Source: an optimization exercise on an open RTL-to-GDS flow (aim: small area). Production flows keep margins and buffers that such runs may drop.
The RTL was checked by simulation tests, not by an equivalence proof against the original design.
Power is estimated from default activity; no workload was simulated.

==> trial 66: inputs <==
## rename_top
module rename_top (
  input  logic clk,
  input  logic rst,
  input  logic in_valid,
  output logic in_ready,
  input  logic [rename_pkg::SLOTS-1:0] in_slot_en,
  input  logic [rename_pkg::SLOTS-1:0][31:0] in_insn,
  output logic ren_valid,
  input  logic ren_ready,
  output logic [rename_pkg::SLOTS-1:0] ren_slot_en,
  output logic [rename_pkg::SLOTS-1:0][rename_pkg::PREG_W-1:0] ren_pdst,
  output logic [rename_pkg::SLOTS-1:0][rename_pkg::PREG_W-1:0] ren_psrc1,
  output logic [rename_pkg::SLOTS-1:0][rename_pkg::PREG_W-1:0] ren_psrc2,
  output logic [rename_pkg::SLOTS-1:0] ren_src2_en,
  output logic [rename_pkg::SLOTS-1:0][rename_pkg::PREG_W-1:0] ren_pold,
  output logic [rename_pkg::SLOTS-1:0] ren_wr_en,
  input  logic commit_valid,
  input  logic commit_two,
  output logic commit_ready,
  output logic [rename_pkg::SLOTS-1:0] freed_en,
  output logic [rename_pkg::SLOTS-1:0][rename_pkg::PREG_W-1:0] freed_preg
);
  logic dec_valid;
  logic dec_ready;
  logic dec_move;
  logic [SLOTS-1:0] dec_slot_en;
  logic [SLOTS-1:0][AREG_W-1:0] dec_rs1;
  logic [SLOTS-1:0][AREG_W-1:0] dec_rs2;
  logic [SLOTS-1:0] dec_rs2_en;
  logic [SLOTS-1:0][AREG_W-1:0] dec_rd;
  logic [SLOTS-1:0] dec_wr_en;
  logic ren_fire;
  logic [SLOTS-1:0][AREG_W-1:0] r_rs1;
  logic [SLOTS-1:0][AREG_W-1:0] r_rs2;
  logic [SLOTS-1:0][AREG_W-1:0] r_rd;
  logic rq_room;
  logic commit_fire;
  insn_decode u_insn_decode (
    .clk(clk), .rst(rst),
    .in_valid(in_valid), .in_ready(in_ready),
    .in_slot_en(in_slot_en), .in_insn(in_insn),
    .dec_valid(dec_valid), .dec_ready(dec_ready),
    .dec_slot_en(dec_slot_en), .dec_rs1(dec_rs1), .dec_rs2(dec_rs2),
    .dec_rs2_en(dec_rs2_en), .dec_rd(dec_rd), .dec_wr_en(dec_wr_en)
  );
  rename_stage u_rename_stage (
    .clk(clk), .rst(rst),
    .dec_valid(dec_valid), .dec_ready(dec_ready),
    .dec_slot_en(dec_slot_en), .dec_rs1(dec_rs1), .dec_rs2(dec_rs2),
  ...
==> module rename_map, before the edit <==
module rename_map (
  input  logic clk,
  input  logic rst,
  input  logic [rename_pkg::SLOTS-1:0][rename_pkg::AREG_W-1:0] rs1,
  input  logic [rename_pkg::SLOTS-1:0][rename_pkg::AREG_W-1:0] rs2,
  input  logic [rename_pkg::SLOTS-1:0][rename_pkg::AREG_W-1:0] rd,
  input  logic [rename_pkg::SLOTS-1:0] wr_en,
  input  logic wr_fire,
  input  logic [rename_pkg::SLOTS-1:0][rename_pkg::PREG_W-1:0] new_preg,
  output logic [rename_pkg::SLOTS-1:0][rename_pkg::PREG_W-1:0] psrc1,
  output logic [rename_pkg::SLOTS-1:0][rename_pkg::PREG_W-1:0] psrc2,
  output logic [rename_pkg::SLOTS-1:0][rename_pkg::PREG_W-1:0] pold
);
  logic [ARCH_REGS-1:0][PREG_W-1:0] map_q;
  always_comb begin
    for (int s = 0; s < SLOTS; s++) begin
      psrc1[s] = map_q[rs1[s]];
      psrc2[s] = map_q[rs2[s]];
      pold[s] = map_q[rd[s]];
      for (int o = 0; o < s; o++) begin
        if (wr_en[o] && rd[o] == rs1[s]) psrc1[s] = new_preg[o];
        if (wr_en[o] && rd[o] == rs2[s]) psrc2[s] = new_preg[o];
        if (wr_en[o] && rd[o] == rd[s]) pold[s] = new_preg[o];
      end
    end
  end
  always_ff @(posedge clk) begin
    if (rst) begin
      for (int a = 0; a < ARCH_REGS; a++) begin
        map_q[a] <= PREG_W'(a);
      end
    end else if (wr_fire) begin
      for (int s = 0; s < SLOTS; s++) begin
        if (wr_en[s]) begin
          map_q[rd[s]] <= new_preg[s];
        end
      end
    end
  end
endmodule
==> module free_list, before the edit <==
module free_list (
  input  logic clk,
  input  logic rst,
  input  logic alloc_fire,
  input  logic [rename_pkg::SLOTS-1:0] alloc_en,
  input  logic [rename_pkg::SLOTS-1:0] alloc_wr,
  input  logic [rename_pkg::SLOTS-1:0][rename_pkg::PREG_W-1:0] alloc_pold,
  output logic [rename_pkg::SLOTS-1:0][rename_pkg::PREG_W-1:0] alloc_preg,
  input  logic commit_fire,
  input  logic commit_two,
  output logic [rename_pkg::SLOTS-1:0] free_en,
  output logic [rename_pkg::SLOTS-1:0][rename_pkg::PREG_W-1:0] free_preg
);
  logic [RQ_DEPTH-1:0][PREG_W-1:0] ring_q;
  logic [RQ_DEPTH-1:0] wr_q;
  logic [RQ_PTR_W-1:0] free_ptr;
  logic [RQ_PTR_W-1:0] old_ptr;
  logic [RQ_PTR_W-1:0] free_ptr1;
  logic [RQ_PTR_W-1:0] old_ptr1;
  logic [RQ_PTR_W-1:0] slot1_ptr;
  assign free_ptr1 = free_ptr + RQ_PTR_W'(1);
  assign old_ptr1 = old_ptr + RQ_PTR_W'(1);
  assign slot1_ptr = alloc_en[0] ? free_ptr1 : free_ptr;
  assign alloc_preg[0] = ring_q[free_ptr];
  assign alloc_preg[1] = ring_q[slot1_ptr];
  assign free_preg[0] = ring_q[old_ptr];
  assign free_preg[1] = ring_q[old_ptr1];
  assign free_en[0] = commit_fire && wr_q[old_ptr];
  assign free_en[1] = commit_fire && commit_two && wr_q[old_ptr1];
  always_ff @(posedge clk) begin
    if (rst) begin
      free_ptr <= '0;
      old_ptr <= '0;
      for (int i = 0; i < RQ_DEPTH; i++) begin
        ring_q[i] <= PREG_W'(ARCH_REGS + i);
      end
    end else begin
      if (alloc_fire) begin
        if (alloc_wr[0]) ring_q[free_ptr] <= alloc_pold[0];
        if (alloc_wr[1]) ring_q[slot1_ptr] <= alloc_pold[1];
        free_ptr <= free_ptr + RQ_PTR_W'(alloc_en[0]) + RQ_PTR_W'(alloc_en[1]);
      end
      if (commit_fire) begin
        old_ptr <= commit_two ? old_ptr + RQ_PTR_W'(2) : old_ptr1;
      end
    end
  end
  always_ff @(posedge clk) begin
    if (alloc_fire) begin
      if (alloc_en[0]) wr_q[free_ptr] <= alloc_wr[0];
      if (alloc_en[1]) wr_q[slot1_ptr] <= alloc_wr[1];
    end
  end
endmodule
clock: 7.0 ns
lec_check: 0
cap_margin: 20
core_margin: 2
core_utilization: 40
slew_margin: 20
run.sh (not shown) runs the stock make flow with config.mk's settings and CLKGATE_MAP_FILE= SYNTH_SCRIPT=/design/flow/synth_recipe.tcl, a recipe that flattens the netlist after the stock synthesis.
==> build 19: changes against trial 66 <==
--- a/flow/design.v
+++ b/flow/design.v
@@ -97,2 +97,5 @@
   logic [ARCH_REGS-1:0][PREG_W-1:0] map_q;
+  logic [ARCH_REGS-1:1][PREG_W-1:0] map_r;
+  assign map_q[0] = '0;
+  assign map_q[ARCH_REGS-1:1] = map_r;
   always_comb begin
@@ -109,11 +112,22 @@
   end
+  logic [SLOTS-1:0][PREG_W-1:0] wd_zero;
+  logic [SLOTS-1:0][PREG_W-1:0] wd_one;
+  logic [ARCH_REGS-1:1] we_any;
+  logic [ARCH_REGS-1:1] we_last;
+  always_comb begin
+    for (int s = 0; s < SLOTS; s++) begin
+      wd_zero[s] = rst ? '0 : new_preg[s];
+      wd_one[s] = rst ? '1 : new_preg[s];
+    end
+    for (int a = 1; a < ARCH_REGS; a++) begin
+      we_last[a] = wr_en[1] && rd[1] == AREG_W'(a);
+      we_any[a] = rst || (wr_fire && (we_last[a] || (wr_en[0] && rd[0] == AREG_W'(a))));
+    end
+  end
   always_ff @(posedge clk) begin
-    if (rst) begin
-      for (int a = 0; a < ARCH_REGS; a++) begin
-        map_q[a] <= PREG_W'(a);
-      end
-    end else if (wr_fire) begin
-      for (int s = 0; s < SLOTS; s++) begin
-        if (wr_en[s]) begin
-          map_q[rd[s]] <= new_preg[s];
+    for (int a = 1; a < ARCH_REGS; a++) begin
+      if (we_any[a]) begin
+        for (int b = 0; b < PREG_W; b++) begin
+          if (a & (1 << b)) map_r[a][b] <= we_last[a] ? wd_one[1][b] : wd_one[0][b];
+          else map_r[a][b] <= we_last[a] ? wd_zero[1][b] : wd_zero[0][b];
         end
@@ -137,18 +151,54 @@
 );
-  logic [RQ_DEPTH-1:0][PREG_W-1:0] ring_q;
-  logic [RQ_DEPTH-1:0] wr_q;
+  localparam int HALF = RQ_DEPTH / 2;
+  localparam int HPTR_W = RQ_PTR_W - 1;
+  logic [1:0][HALF-1:0][PREG_W:0] bank_q;
   logic [RQ_PTR_W-1:0] free_ptr;
   logic [RQ_PTR_W-1:0] old_ptr;
-  logic [RQ_PTR_W-1:0] free_ptr1;
-  logic [RQ_PTR_W-1:0] old_ptr1;
-  logic [RQ_PTR_W-1:0] slot1_ptr;
-  assign free_ptr1 = free_ptr + RQ_PTR_W'(1);
-  assign old_ptr1 = old_ptr + RQ_PTR_W'(1);
-  assign slot1_ptr = alloc_en[0] ? free_ptr1 : free_ptr;
-  assign alloc_preg[0] = ring_q[free_ptr];
-  assign alloc_preg[1] = ring_q[slot1_ptr];
-  assign free_preg[0] = ring_q[old_ptr];
-  assign free_preg[1] = ring_q[old_ptr1];
-  assign free_en[0] = commit_fire && wr_q[old_ptr];
-  assign free_en[1] = commit_fire && commit_two && wr_q[old_ptr1];
+  logic [1:0][HPTR_W-1:0] f_rows;
+  logic [1:0][HPTR_W-1:0] o_rows;
+  logic [1:0][PREG_W:0] f_bank;
+  logic [1:0][PREG_W:0] o_bank;
+  logic [1:0][PREG_W:0] f_pair;
+  logic [1:0][PREG_W:0] o_pair;
+  assign f_rows[0] = free_ptr[RQ_PTR_W-1:1] + HPTR_W'(free_ptr[0]);
+  assign f_rows[1] = free_ptr[RQ_PTR_W-1:1];
+  assign o_rows[0] = old_ptr[RQ_PTR_W-1:1] + HPTR_W'(old_ptr[0]);
+  assign o_rows[1] = old_ptr[RQ_PTR_W-1:1];
+  always_comb begin
+    for (int b = 0; b < 2; b++) begin
+      f_bank[b] = bank_q[b][f_rows[b]];
+      o_bank[b] = bank_q[b][o_rows[b]];
+    end
+    f_pair[0] = free_ptr[0] ? f_bank[1] : f_bank[0];
+    f_pair[1] = free_ptr[0] ? f_bank[0] : f_bank[1];
+    o_pair[0] = old_ptr[0] ? o_bank[1] : o_bank[0];
+    o_pair[1] = old_ptr[0] ? o_bank[0] : o_bank[1];
+  end
+  assign alloc_preg[0] = f_pair[0][PREG_W-1:0];
+  assign alloc_preg[1] = alloc_en[0] ? f_pair[1][PREG_W-1:0] : f_pair[0][PREG_W-1:0];
+  assign free_preg[0] = o_pair[0][PREG_W-1:0];
+  assign free_preg[1] = o_pair[1][PREG_W-1:0];
+  assign free_en[0] = commit_fire && o_pair[0][PREG_W];
+  assign free_en[1] = commit_fire && commit_two && o_pair[1][PREG_W];
+  logic [1:0] e_take;
+  logic [1:0] e_wr;
+  logic [1:0][PREG_W-1:0] e_pold;
+  always_comb begin
+    e_take[0] = alloc_en[0] || alloc_en[1];
+    e_wr[0] = alloc_en[0] ? alloc_wr[0] : alloc_wr[1];
+    e_pold[0] = alloc_en[0] ? alloc_pold[0] : alloc_pold[1];
+    e_take[1] = alloc_en[0] && alloc_en[1];
+    e_wr[1] = alloc_wr[1];
+    e_pold[1] = alloc_pold[1];
+  end
+  logic [1:0] b_take;
+  logic [1:0] b_wr;
+  logic [1:0][PREG_W-1:0] b_pold;
+  always_comb begin
+    for (int b = 0; b < 2; b++) begin
+      b_take[b] = alloc_fire && (free_ptr[0] == b[0] ? e_take[0] : e_take[1]);
+      b_wr[b] = free_ptr[0] == b[0] ? e_wr[0] : e_wr[1];
+      b_pold[b] = free_ptr[0] == b[0] ? e_pold[0] : e_pold[1];
+    end
+  end
   always_ff @(posedge clk) begin
@@ -157,9 +207,4 @@
       old_ptr <= '0;
-      for (int i = 0; i < RQ_DEPTH; i++) begin
-        ring_q[i] <= PREG_W'(ARCH_REGS + i);
-      end
     end else begin
       if (alloc_fire) begin
-        if (alloc_wr[0]) ring_q[free_ptr] <= alloc_pold[0];
-        if (alloc_wr[1]) ring_q[slot1_ptr] <= alloc_pold[1];
         free_ptr <= free_ptr + RQ_PTR_W'(alloc_en[0]) + RQ_PTR_W'(alloc_en[1]);
@@ -167,3 +212,17 @@
       if (commit_fire) begin
-        old_ptr <= commit_two ? old_ptr + RQ_PTR_W'(2) : old_ptr1;
+        old_ptr <= old_ptr + (commit_two ? RQ_PTR_W'(2) : RQ_PTR_W'(1));
+      end
+    end
+  end
+  logic [1:0][PREG_W-1:0] wd_zero;
+  logic [1:0][PREG_W-1:0] wd_one;
+  logic [1:0][HALF-1:0] row_we;
+  logic [1:0][HALF-1:0] row_take;
+  always_comb begin
+    for (int b = 0; b < 2; b++) begin
+      wd_zero[b] = rst ? '0 : b_pold[b];
+      wd_one[b] = rst ? '1 : b_pold[b];
+      for (int r = 0; r < HALF; r++) begin
+        row_take[b][r] = b_take[b] && f_rows[b] == HPTR_W'(r);
+        row_we[b][r] = rst || (row_take[b][r] && b_wr[b]);
       end
@@ -172,5 +231,14 @@
   always_ff @(posedge clk) begin
-    if (alloc_fire) begin
-      if (alloc_en[0]) wr_q[free_ptr] <= alloc_wr[0];
-      if (alloc_en[1]) wr_q[slot1_ptr] <= alloc_wr[1];
+    for (int b = 0; b < 2; b++) begin
+      for (int r = 0; r < HALF; r++) begin
+        if (row_we[b][r]) begin
+          for (int i = 0; i < PREG_W; i++) begin
+            if ((ARCH_REGS + 2 * r + b) & (1 << i)) bank_q[b][r][i] <= wd_one[b][i];
+            else bank_q[b][r][i] <= wd_zero[b][i];
+          end
+        end
+        if (row_take[b][r]) begin
+          bank_q[b][r][PREG_W] <= b_wr[b];
+        end
+      end
     end
==> flow/flow/run.sh (new file) <==
#!/bin/bash
set -euo pipefail
bash standard.sh \
  "BUFFER_PORTS_ARGS=-buffer_cell sky130_fd_sc_hd__buf_1" \
  "CTS_ARGS=-sink_clustering_enable -repair_clock_nets -dont_use_dummy_load -buf_list sky130_fd_sc_hd__clkbuf_4 -sink_clustering_size 10 -sink_clustering_max_diameter 50" \
  finish > flow_make.log 2>&1
==> flow/standard.sh (new file) <==
#!/bin/bash
# synth_recipe.tcl (not shown) runs the flow's synth.tcl, then flattens the netlist and writes it again
# the make line also repeats each setting of config.mk as NAME=value (left out here)
make -C /OpenROAD-flow-scripts/flow DESIGN_CONFIG=/design/flow/config.mk WORK_HOME=/design/flow/orfs CLKGATE_MAP_FILE= SYNTH_SCRIPT=/design/flow/synth_recipe.tcl "${@:-finish}"
--- a/flow/config.mk
+++ b/flow/config.mk
@@ -7,5 +7,6 @@
 export LEC_CHECK = 0
-export CAP_MARGIN = 20
+export CAP_MARGIN = 10
 export CORE_MARGIN = 2
-export CORE_UTILIZATION = 40
-export SLEW_MARGIN = 20
+export CORE_UTILIZATION = 60
+export SLEW_MARGIN = 10
+export SYNTH_HIERARCHICAL = 1
removed: flow/run.sh
==> impl_metrics.py <==
metrics = {
    "run_status": {
        "outcome": "timing/DRC/antenna clean",
    },
    "layout": {
        "instances_no_fill": 2710,
        "multi_input_area_mm2": 0.01488,
    },
    "clock_tree": {
        "cts_sinks": 385,
    },
    "timing": {
        "fmaxAchievable_ghz": 0.1607,
    },
    "power": {
        "power.switching_uw": 3385,
    },
}
That was build 19.
==> impl_metrics.py <==
metrics = {
    "synthesis": {
        "synth_top_family_by_area": "multiplexers",
    },
    "power": {
        "power.switching_uw": 6399,
        "p_seq_share_pct": 21.9,
    },
    "run_status": {
        "outcome": "timing/DRC/antenna clean",
    },
    "worst_setup_path": {
        "cp.required_ns": 5.60,
        "critPathCapture": "ren_pold[6]",
    },
    "layout": {
        "multi_input_area_mm2": 0.02935,
    },
    "clock_tree": {
        "cts_sinks": 391,
    },
}
That was trial 66.

[re-timing with driven ports]
How much do the figures lean on ideal ports? The routed layouts below were timed once more, with nothing changed but the port constraints. Step 1: set_driving_cell puts a clkbuf_16 on clk and a buf_2 on each other input, an assumption about the parent block. Step 2 adds t to the input delays and takes it off the output delays; t is the mean of the earliest and latest rising clock arrival at the registers after step 1. Input paths then give back, and output paths get back, about the clock's delay inside the block. Three values: ideal ports, drivers, drivers and shift; two values: the first two.
| run | t, ns | slack for setup (ns) | latest minus earliest clock arrival (ns) | worst register clock-pin slew, ns | worst slew at a driven data input, ns |
|---|---|---|---|---|---|
| trial 66 | 0.761 | 0.254 / 0.184 / 0.929 | 0.042 / 0.042 | 0.08 / 0.08 | 0.09 |
| build 19 | 0.898 | 0.777 / 0.724 / 1.622 | 0.150 / 0.150 | 0.12 / 0.12 | 0.06 |
After both steps setup and hold are still met in every run listed.
